From an optimization exercise on the open Yosys and OpenROAD flow, aimed at small area; shortcuts taken in it are not production practice. The RTL was checked by simulation tests, not by an equivalence proof against the original design. Power and IR drop assume default switching activity.

==> design/flow/design.v <==
module reg_file_32x32 #(
  parameter int                DATA_W   = 32,
  parameter int                SP_IDX   = 29,
  parameter logic [DATA_W-1:0] SP_RESET = 'h0000_0FFC
) (
  input  logic              clk,
  input  logic              rst_n,
  input  logic [4:0]        rd_addr_a,
  input  logic [4:0]        rd_addr_b,
  output logic [DATA_W-1:0] rd_data_a,
  output logic [DATA_W-1:0] rd_data_b,
  input  logic              wr_en,
  input  logic [4:0]        wr_addr,
  input  logic [DATA_W-1:0] wr_data,
  output logic [15:0]       wr_count
);
  logic [31:1]       r_vld;
  logic [15:0]       r_wr_count;
  logic [31:1]       w_we;
  logic [31:1]       w_keep;
  logic [31:1]       w_rdy;
  logic              w_wr_hit;
  assign w_wr_hit = wr_en && (wr_addr != 5'd0);
  logic [31:1]       w_sel_a, w_sel_b;
  logic              w_sp_n_a, w_sp_n_b;
  assign w_sp_n_a = !((rd_addr_a == 5'(SP_IDX)) && !w_rdy[SP_IDX]);
  assign w_sp_n_b = !((rd_addr_b == 5'(SP_IDX)) && !w_rdy[SP_IDX]);
  logic [31:1]       w_col [DATA_W];
  logic [3:0]        w_wlo, w_alo, w_blo;
  logic [7:0]        w_whi, w_ahi, w_bhi;
  for (genvar k = 0; k < 4; k++) begin : g_lo
    assign w_wlo[k] = wr_en && (wr_addr[1:0] == 2'(k));
    assign w_alo[k] = (rd_addr_a[1:0] == 2'(k));
    assign w_blo[k] = (rd_addr_b[1:0] == 2'(k));
  end
  for (genvar k = 0; k < 8; k++) begin : g_hi
    assign w_whi[k] = (wr_addr[4:2] == 3'(k));
    assign w_ahi[k] = (rd_addr_a[4:2] == 3'(k));
    assign w_bhi[k] = (rd_addr_b[4:2] == 3'(k));
  end
  for (genvar i = 1; i < 32; i++) begin : g_row
    logic [DATA_W-1:0] r_q;
    logic [DATA_W-1:0] w_d;
    rf_and2  u_we   (.a(w_wlo[i % 4]), .b(w_whi[i / 4]), .y(w_we[i]));
    rf_nand2 u_keep (.a(w_wlo[i % 4]), .b(w_whi[i / 4]), .y(w_keep[i]));
    assign w_rdy[i]  = r_vld[i] || (rst_n && w_we[i]);
    rf_load_row #(.W(DATA_W)) u_load (
      .we(w_we[i]), .keep(w_keep[i]), .d(wr_data), .q(r_q), .o(w_d)
    );
    always_ff @(posedge clk) begin
      r_q <= w_d;
    end
    always_ff @(posedge clk or negedge rst_n) begin
      if (!rst_n) r_vld[i] <= 1'b0;
      else        r_vld[i] <= w_rdy[i];
    end
    rf_and3 u_sel_a (.a(w_alo[i % 4]), .b(w_ahi[i / 4]), .c(w_rdy[i]), .y(w_sel_a[i]));
    rf_and3 u_sel_b (.a(w_blo[i % 4]), .b(w_bhi[i / 4]), .c(w_rdy[i]), .y(w_sel_b[i]));
    for (genvar b = 0; b < DATA_W; b++) begin : g_bit
      assign w_col[b][i] = w_d[b];
    end
  end
  for (genvar b = 0; b < DATA_W; b++) begin : g_out
    if (SP_RESET[b]) begin : g_sp
      rf_read_or_sp u_rd_a (.s(w_sel_a), .x(w_col[b]), .c_n(w_sp_n_a), .y(rd_data_a[b]));
      rf_read_or_sp u_rd_b (.s(w_sel_b), .x(w_col[b]), .c_n(w_sp_n_b), .y(rd_data_b[b]));
    end else begin : g_nsp
      rf_read_or    u_rd_a (.s(w_sel_a), .x(w_col[b]), .y(rd_data_a[b]));
      rf_read_or    u_rd_b (.s(w_sel_b), .x(w_col[b]), .y(rd_data_b[b]));
    end
  end
  always_ff @(posedge clk or negedge rst_n) begin
    if (!rst_n)        r_wr_count <= '0;
    else if (w_wr_hit) r_wr_count <= r_wr_count + 16'd1;
  end
  assign wr_count = r_wr_count;
endmodule
module rf_load_row #(
  parameter int W = 32
) (
  input  logic         we,
  input  logic         keep,
  input  logic [W-1:0] d,
  input  logic [W-1:0] q,
  output logic [W-1:0] o
);
  for (genvar b = 0; b < W; b++) begin : g_bit
    rf_ao22 u (.a1(we), .b1(d[b]), .a2(keep), .b2(q[b]), .y(o[b]));
  end
endmodule
module rf_read_or (
  input  logic [31:1] s,
  input  logic [31:1] x,
  output logic        y
);
  logic [10:0] n;
  logic [2:0]  m;
  for (genvar j = 0; j < 10; j++) begin : g_aoi
    rf_aoi222 u (.a1(s[3*j+1]), .b1(x[3*j+1]), .a2(s[3*j+2]), .b2(x[3*j+2]),
                 .a3(s[3*j+3]), .b3(x[3*j+3]), .y(n[j]));
  end
  rf_nand2 u_n31 (.a(s[31]), .b(x[31]), .y(n[10]));
  rf_nand4 u_m0 (.a(n[0]), .b(n[1]), .c(n[2]), .d(n[3]), .y(m[0]));
  rf_nand4 u_m1 (.a(n[4]), .b(n[5]), .c(n[6]), .d(n[7]), .y(m[1]));
  rf_nand3 u_m2 (.a(n[8]), .b(n[9]), .c(n[10]), .y(m[2]));
  rf_or3   u_y  (.a(m[0]), .b(m[1]), .c(m[2]), .y(y));
endmodule
module rf_read_or_sp (
  input  logic [31:1] s,
  input  logic [31:1] x,
  input  logic        c_n,
  output logic        y
);
  logic [11:0] n;
  logic [2:0]  m;
  for (genvar j = 0; j < 10; j++) begin : g_aoi
    rf_aoi222 u (.a1(s[3*j+1]), .b1(x[3*j+1]), .a2(s[3*j+2]), .b2(x[3*j+2]),
                 .a3(s[3*j+3]), .b3(x[3*j+3]), .y(n[j]));
  end
  rf_nand2 u_n31 (.a(s[31]), .b(x[31]), .y(n[10]));
  assign n[11] = c_n;
  rf_nand4 u_m0 (.a(n[0]), .b(n[1]), .c(n[2]),  .d(n[3]),  .y(m[0]));
  rf_nand4 u_m1 (.a(n[4]), .b(n[5]), .c(n[6]),  .d(n[7]),  .y(m[1]));
  rf_nand4 u_m2 (.a(n[8]), .b(n[9]), .c(n[10]), .d(n[11]), .y(m[2]));
  rf_or3   u_y  (.a(m[0]), .b(m[1]), .c(m[2]), .y(y));
endmodule
module rf_ao22 (
  input  logic a1, b1, a2, b2,
  output logic y
);
  assign y = (a1 && b1) || (a2 && b2);
endmodule
module rf_aoi222 (
  input  logic a1, b1, a2, b2, a3, b3,
  output logic y
);
  assign y = !((a1 && b1) || (a2 && b2) || (a3 && b3));
endmodule
module rf_and2 (
  input  logic a, b,
  output logic y
);
  assign y = a && b;
endmodule
module rf_and3 (
  input  logic a, b, c,
  output logic y
);
  assign y = a && b && c;
endmodule
module rf_nand2 (
  input  logic a, b,
  output logic y
);
  assign y = !(a && b);
endmodule
module rf_nand4 (
  input  logic a, b, c, d,
  output logic y
);
  assign y = !(a && b && c && d);
endmodule
module rf_nand3 (
  input  logic a, b, c,
  output logic y
);
  assign y = !(a && b && c);
endmodule
module rf_or3 (
  input  logic a, b, c,
  output logic y
);
  assign y = a || b || c;
endmodule
==> design/flow/flow/run.sh <==
#!/bin/bash
set -euo pipefail
cd "$(dirname "$0")/.."
export BUFFER_PORTS_ARGS="-buffer_cell sky130_fd_sc_hd__buf_1"
export CTS_ARGS="-sink_clustering_enable -repair_clock_nets -dont_use_dummy_load -buf_list sky130_fd_sc_hd__clkbuf_16 -sink_clustering_size 22 -sink_clustering_max_diameter 100"
bash standard.sh > make.log 2>&1
==> design/flow/standard.sh <==
#!/bin/bash
# synth_recipe.tcl (not shown) runs the flow's synth.tcl, then flattens the netlist and writes it again
# the make line also repeats each setting of config.mk as NAME=value (left out here)
make -C /OpenROAD-flow-scripts/flow DESIGN_CONFIG=/design/flow/config.mk WORK_HOME=/design/flow/orfs CLKGATE_MAP_FILE= SYNTH_SCRIPT=/design/flow/synth_recipe.tcl "${@:-finish}"
==> design/flow/config.mk <==
export PLATFORM = sky130hd
export DESIGN_NAME = reg_file_32x32
export DESIGN_NICKNAME = reg_file_32x32
export VERILOG_FILES = /design/flow/design.v
export SDC_FILE = /design/flow/constraint.sdc
export NUM_CORES = 4
export LEC_CHECK = 0
export CAP_MARGIN = 10
export CORE_MARGIN = 2
export CORE_UTILIZATION = 50
export CTS_BUF_LIST = sky130_fd_sc_hd__clkbuf_16
export CTS_CLUSTER_DIAMETER = 100
export CTS_CLUSTER_SIZE = 22
export SETUP_SLACK_MARGIN = 0.1
export SLEW_MARGIN = 10
export SYNTH_HIERARCHICAL = 1
export SYNTH_MINIMUM_KEEP_SIZE = 0
==> design/flow/constraint.sdc <==
create_clock -name core_clock -period 7.0 [get_ports {clk}]
set_input_delay 1.4000 -clock core_clock [delete_from_list [all_inputs] [get_ports {clk}]]
set_output_delay 1.4000 -clock core_clock [all_outputs]
set_load 0.01 [all_outputs]
==> results of run 1 <==
## routing by layer
metal | part of all wire | vias up | wire [um]
met5 | 0.00032 | - | 61
met4 | 0.079 | 8 | 15200
met3 | 0.16 | 895 | 30900
met2 | 0.41 | 3894 | 78500
met1 | 0.35 | 19400 | 68000
li1 | - | 15600 | -
## synthesized netlist by cell type (2+ instances only)
| library cell | n |
|---|---|
| a22o_1 | 992 |
| nor3_1 | 2 |
| and2_1 | 33 |
| nand2_1 | 101 |
| nor3b_1 | 10 |
| nor2b_1 | 4 |
| nand3_1 | 55 |
| nand4_1 | 150 |
| nor2_1 | 7 |
| xnor2_1 | 8 |
| xor2_1 | 7 |
| clkbuf_1 | 2 |
| dfrtp_1 | 47 |
| and3_1 | 73 |
| or3_1 | 64 |
| a21o_1 | 30 |
| dfxtp_1 | 992 |
| a222oi_1 | 640 |
| and3b_1 | 6 |
## worst paths after layout
path                                from        endpoint  slack [ps]  depth (start not counted)
min in group asynchronous          rst_n   r_wr_count[0]         840                          1
max reg2reg                r_wr_count[0]  r_wr_count[14]        5440                          5
max                                wr_en   rd_data_a[29]         620                         12
min reg2reg                    r_vld[24]       r_vld[24]         470                          1
min                            r_vld[24]       r_vld[24]         470                          1
max in group asynchronous          rst_n       r_vld[22]        5360                          2
## flip-flops by register name (all words and copies together) (netlist names)
signal and cells:
r_vld 31, r_wr_count 16, g_row.r_q 992
## cell type report
| type | count | area share |
|---|---|---|
| antenna | 5 | 0.000285 |
| sequential | 1039 | 0.479 |
| clock buffer | 53 | 0.0302 |
| inverter | 1 | 0.0000855 |
| tap | 1050 | 0.0299 |
| timing repair buffer | 280 | 0.0380 |
| multi-input combinational | 2193 | 0.422 |
## modules after synthesis, one instance, submodules excluded, excerpt
| module | cell area, sq um | copies in the design | flip-flops and latches |
|---|---|---|---|
| rf_aoi222 | 10.0 | 640 | 0 |
| rf_nand4 | 6.26 | 148 | 0 |
| rf_or3 | 6.26 | 64 | 0 |
| rf_nand3 | 5.00 | 44 | 0 |
| rf_nand2 | 3.75 | 95 | 0 |
| rf_ao22 | 8.76 | 992 | 0 |
| rf_and3 | 6.26 | 62 | 0 |
| reg_file_32x32 | 21900 | 1 | 1039 |
| rf_and2 | 6.26 | 31 | 0 |
## critical path, cell delays in order
cell and delay (ps):
buf_1 230, and3b_1 640, and2_1 210, buf_4 570
a21oi_1 210, inv_1 130, and3_1 160, buf_4 570
a222oi_1 190, nand3_1 210, or3_1 200, buf_1 180
## where the power goes
| part | switching, mW | internal [mW] | leakage [nW] |
|---|---|---|---|
| clock | 1.98 | 1.35 | 0.653 |
| combinational | 1.38 | 0.951 | 8.48 |
| sequential | 0.339 | 7.07 | 8.86 |
| total | 3.70 | 9.37 | 18.0 |
## through the flow
stage	cell area (sq um)	hold slack, ps	power (mW)
global route	43900	481	13.5
detailed placement	42500	445	9.75
floorplan	39500	430	9.00
global placement	42500	438	9.59
CTS	43900	467	12.9
finish	43900	472	13.1
## cell families after synthesis
group | Yosys count | share of synthesized area
DFF | 1039 | 0.532
buffers and inverters | 4 | 0.000380
xor gates and xnor gates | 15 | 0.00333
AOI/OAI and AO/OA | 1667 | 0.390
muxes | 1 | 0.000285
adders and majority gates | 1 | 0.000317
and+or+nand+nor | 509 | 0.0732
==> results.yml, run 1 <==
outcome:
  outcome: "no timing/DRC/antenna violations"
floorplanning:
  placementRows: 103
  start_util: 0.503
  die_w_um: 285
  dieArea_sq_um: 81300
  core-area_sq_um: 78600
  ios: 130
  die_h_um: 285
clock_tree:
  cts_buffer_depth: 3
  cts_tree: "done"
  cts_made_buffers: 53
  htreeDepth: 2
  clock-sinks: 1039
  clk_pin_slew_ps: 100
  postCtsHoldBufs: 0
  ctsResizeCount: 0
  cts-root-buf: "clkbuf_16"
  postCtsSetupBuffers: 0
  clk_latency_ps: 660
sta:
  slew_viol_final: 0
  worst_slack_ps: 619
  rsz0062_at_grt: "no"
  period_minus_slack_ps: 6380
  fmax_mhz: 157
  worst_pin_slew_ps: 1320
  slew_headroom: 0.122
  setup_violations: 0
  period_share: 0.912
  hold_violations: 0
  setup_tns_ps: 0
  clock_skew_ps: 16.1
grt:
  busiest_layer: "met2"
  met3_usage: 0.177
  use_met1: 0.561
  grt_overflow: 0
  antenna_found_initial: 7
  grtUsageMet2: 0.629
  grt_pass1_vias: 38800
  grt_max_degree: 41
  grt_use_total: 0.448
  grt_pass1_wl_um: 270000
yosys:
  synth_nets: 3287
  ys_seq_area_frac: 0.532
  synthCells: 3236
  yosysTopAreaCellShare: 0.503
  synthFlopType: "dfxtp_1"
  synth_top_cells_by_area: "dfxtp_1 50%, a22o_1 22%, a222oi_1 16%, dfrtp_1 3.0%, nand4_1 2.4%"
  ys_types: 32
  synth_edf_count: 0
  synth-async-reset-ratio: 0.0452
  synth.ff_latch_count: 1039
  synth_area_leader_cell: "dfxtp_1"
  synth_area_per_cell_sq_um: 12.2
  synth_area_sq_um: 39500
  ys_warn_count: 9
cells_and_area:
  fillCellCount: 6696
  most-common-layout-cells: "992 x a22o_1, 992 x dfxtp_1, 640 x a222oi_1, 150 x nand4_1, 147 x buf_4"
  drive_gt1_frac: 0.0740
  seq_area_sq_um: 21000
  utilization: 0.558
  nets: 3619
  final_cells: 4621
  multi_input_area_sq_um: 18500
  syn2layout_area_growth_pct: 11.1
detailed_routing:
  first_pass_iters: 13
  drt_iter0_drc: 8974
  postRouteAntennaNets: 0
  vias: 39800
  route.detailed.drc: 0
  viasPerCell: 8.62
  drt_wl_total_um: 193000
  wl_per_cell_um: 41.7
placement:
  hpwl_um: 103000
  io_buffers: 129
  dp_cells: 4563
  gp_congestion: 0.899
  post-place-ws_ps: 765
setup_path:
  cp.required_ps: 5600
  end_kind: "output pin"
  path_class: "in2out"
  cp_data_arrival_time_ps: 4980
  path_max_fanout: 33
  cp-start-kind: "input pin"
power_and_ir_drop:
  p_leak_nw: 18.0
  power.density_nw_per_um2: 298
  irDropWorstVdd_v: 0.000193
worst_hold_path:
  hp-class: "reg2reg"
flow_run:
  maxCapViolCount: 0
==> run 2: changes to the inputs <==
==> design/flow/flow/run.sh (replaced) <==
#!/bin/bash
set -euo pipefail
cd "$(dirname "$0")/.."
export BUFFER_PORTS_ARGS="-buffer_cell sky130_fd_sc_hd__buf_1"
export CTS_ARGS="-sink_clustering_enable -repair_clock_nets -dont_use_dummy_load -buf_list sky130_fd_sc_hd__clkbuf_16 -sink_clustering_size 27 -sink_clustering_max_diameter 110"
bash standard.sh > make.log 2>&1
--- a/design/flow/config.mk
+++ b/design/flow/config.mk
@@ -11,4 +11,4 @@
 export CTS_BUF_LIST = sky130_fd_sc_hd__clkbuf_16
-export CTS_CLUSTER_DIAMETER = 100
-export CTS_CLUSTER_SIZE = 22
+export CTS_CLUSTER_DIAMETER = 110
+export CTS_CLUSTER_SIZE = 27
 export SETUP_SLACK_MARGIN = 0.1
==> run 2 against run 1 <==
  * Sequential power is essentially flat
  * Critical path type unchanged
  * Worst hold slack lost 2.8 ps
  * Routed wire length is essentially flat
  * Count of clock-buffer cells in the layout shrank 9
  * Sequential share of layout area grew 0.24 points
  * Largest cell class unchanged
  * Synthesized cell count is the same
  * Via count shrank 0.29%
  * Cell count shrank 0.13%
  * Design area shrank 0.50%
  * Largest power group unchanged
==> results.yml, run 2 <==
clock_tree:
  cts_buffer_depth: 3
  clock-sinks: 1039
  postCtsHoldBufs: 0
  cts_made_buffers: 44
  cts-root-buf: "clkbuf_16"
  clk_pin_slew_ps: 90
  cts_tree: "done"
  ctsResizeCount: 0
  clk_latency_ps: 620
  htreeDepth: 2
  postCtsSetupBuffers: 0
detailed_routing:
  drt_iter0_drc: 8830
  viasPerCell: 8.60
  first_pass_iters: 13
  route.detailed.drc: 0
  vias: 39700
  drt_wl_total_um: 193000
  postRouteAntennaNets: 0
  wl_per_cell_um: 41.7
sta:
  setup_violations: 0
  setup_tns_ps: 0
  period_share: 0.925
  fmax_mhz: 155
  slew_viol_final: 0
  clock_skew_ps: 9.00
  period_minus_slack_ps: 6470
  rsz0062_at_grt: "no"
  worst_slack_ps: 528
  hold_violations: 0
  slew_headroom: 0.0285
  worst_pin_slew_ps: 1450
setup_path:
  path_max_fanout: 16
  rr_worst_depth: 4
  cp.required_ps: 5600
  cp-start-kind: "input pin"
  end_kind: "output pin"
  r2r_start: "r_wr_count[2]"
  r2r_setup_slack_ps: 5460
  path_class: "in2out"
  cp_data_arrival_time_ps: 5070
  r2r-end: "r_wr_count[15]"
yosys:
  yosysTopAreaCellShare: 0.503
  synth.ff_latch_count: 1039
  synth_edf_count: 0
  ys_warn_count: 9
  synth_area_sq_um: 39500
  ys_types: 32
  synth_area_leader_cell: "dfxtp_1"
  synth_area_per_cell_sq_um: 12.2
  synthCells: 3236
  ys_seq_area_frac: 0.532
  synth-async-reset-ratio: 0.0452
  synth_top_cells_by_area: "dfxtp_1 50%, a22o_1 22%, a222oi_1 16%, dfrtp_1 3.0%, nand4_1 2.4%"
  synth_nets: 3287
  synthFlopType: "dfxtp_1"
  synth_common_cells: "992 x a22o_1, 992 x dfxtp_1, 640 x a222oi_1"
power_and_ir_drop:
  power.density_nw_per_um2: 293
  p_leak_nw: 17.9
  irDropWorstVdd_v: 0.000216
cells_and_area:
  final_area_sq_um: 43700
  seq_area_sq_um: 21000
  most-common-layout-cells: "992 x a22o_1, 992 x dfxtp_1, 640 x a222oi_1, 150 x nand4_1, 147 x buf_4"
  utilization: 0.555
  reg.largest.list: "g_row.r_q: 992 flops, r_vld: 31 flops, r_wr_count: 16 flops"
  largest_register_ffs: 992
  fillCellCount: 6720
  multi_input_area_sq_um: 18500
  regMostFlops: "g_row.r_q"
  drive_gt1_frac: 0.0714
  nets: 3610
  syn2layout_area_growth_pct: 10.5
flow_run:
  maxCapViolCount: 0
floorplanning:
  die_w_um: 285
  die_h_um: 285
  placementRows: 103
  ios: 130
  core-area_sq_um: 78600
  start_util: 0.503
  dieArea_sq_um: 81300
grt:
  grt_overflow: 0
  antenna_found_initial: 13
  grt_max_degree: 41
  grt_pass1_wl_um: 270000
  grt_pass1_vias: 38800
  grt_use_total: 0.448
worst_hold_path:
  hold_depth: 1
  worstHoldEndpoint: "r_vld[24]"
  min-delay-start: "r_vld[24]"
  hp-class: "reg2reg"
placement:
  hpwl_um: 103000
  post-place-ws_ps: 765
  gp_congestion: 0.899
  place_area_sq_um: 42500
  io_buffers: 129
outcome:
  outcome: "no timing/DRC/antenna violations"
## run 2: per-module statistics from Yosys, one instance, submodules excluded, excerpt
module,flip-flops and latches,cell area (sq um),copies in the design
reg_file_32x32,1039,21900,1
rf_aoi222,0,10.0,640
rf_nand4,0,6.26,148
rf_or3,0,6.26,64
rf_and3,0,6.26,62
rf_and2,0,6.26,31
rf_nand3,0,5.00,44
rf_nand2,0,3.75,95
## run 2: through the flow
| stage | std cells | total power [mW] | hold WS (ps) |
|---|---|---|---|
| CTS | 4607 | 12.7 | 470 |
| global route | 4607 | 13.2 | 484 |
| detailed placement | 4563 | 9.75 | 445 |
| floorplan | 3236 | 9.00 | 430 |
| finish | 4615 | 12.8 | 469 |
| global placement | 4563 | 9.59 | 438 |
## run 2: how the worst max path moves through the flow
stage	from	end	slack (ps)
6_report	wr_addr[2]	rd_data_a[29]	530
4_1_cts	wr_en	rd_data_a[29]	750
2_1_floorplan	wr_addr[1]	rd_data_a[0]	1400
3_5_place_dp	wr_en	rd_data_a[29]	760
3_3_place_gp	wr_addr[2]	rd_data_a[29]	840
5_1_grt	wr_en	rd_data_a[29]	530
## run 2: layout make-up
cell class | count | area share
Tap cell | 1050 | 0.0301
Inverter | 1 | 0.0000860
Clock buffer | 44 | 0.0252
Sequential cell | 1039 | 0.482
Antenna cell | 8 | 0.000459
Multi-Input combinational cell | 2193 | 0.424
Timing Repair Buffer | 280 | 0.0382
## run 2: cell families (layout without fill, tap and decap cells)
logic type | count (synthesis) | count (layout) | share of synthesized area
AND/OR/NAND/NOR | 509 | 509 | 0.0732
other | 0 | 8 | 0
adder cells (fa/ha/maj) | 1 | 1 | 0.000317
XOR/XNOR | 15 | 15 | 0.00333
flip-flops | 1039 | 1039 | 0.532
buffers and inverters | 4 | 325 | 0.000380
multiplexers | 1 | 1 | 0.000285
AO/OA/AOI/OAI | 1667 | 1667 | 0.390
## run 2: where the power goes
| group | switching, mW | leakage (nW) | total, mW | internal [mW] |
|---|---|---|---|---|
| registers | 0.340 | 8.86 | 7.41 | 7.07 |
| clock network | 1.91 | 0.542 | 3.04 | 1.14 |
| logic | 1.38 | 8.48 | 2.33 | 0.951 |
| total | 3.63 | 17.9 | 12.8 | 9.16 |
## run 2: per-layer routing
metal / global-route usage / part of all wire
met1: 0.557 / 0.36
met2: 0.630 / 0.41
met3: 0.178 / 0.16
met4: 0.314 / 0.076
met5: 0.00930 / 0.00030
## run 2: critical path, cell delays in order
cell      delay (ps)
buf_1            320
and3_1           380
nand2_1          910
buf_4            560
a22o_1           260
a222oi_1         400
nand3_1          230
or3_1            430
buf_1            160

-- what the ideal ports hide --
The flow's constraints put no driver on any port. The routed layouts listed below were extracted and timed again, unchanged, in two steps.
Step 1 (the two cells are an assumption about what drives the block):
set clk [get_ports {clk}]
set_driving_cell -lib_cell sky130_fd_sc_hd__clkbuf_16 $clk
set_driving_cell -lib_cell sky130_fd_sc_hd__buf_2 [delete_from_list [all_inputs] $clk]
Step 2 moves the port delays by t, midway between the first and last clock arrival at a register: inputs arrive t later, outputs are due t later. That takes back most of the time a late clock gives input paths.
Three values: no drivers, after step 1, after step 2; two values: the first two.
| run | t (ns) | slack for setup (ns) | worst setup path at the end | latest minus earliest clock arrival (ns) |
|---|---|---|---|---|
| run 1 | 0.736 | 0.619 / 0.597 / 0.597 | input to output | 0.057 / 0.057 |
| run 2 | 0.702 | 0.528 / 0.503 / 0.503 | input to output | 0.039 / 0.039 |
After both steps setup and hold are still met in every run listed. For run 2, which loses most, drivers alone change the setup slack by -0.025 ns; drivers and shift together by -0.025 ns.
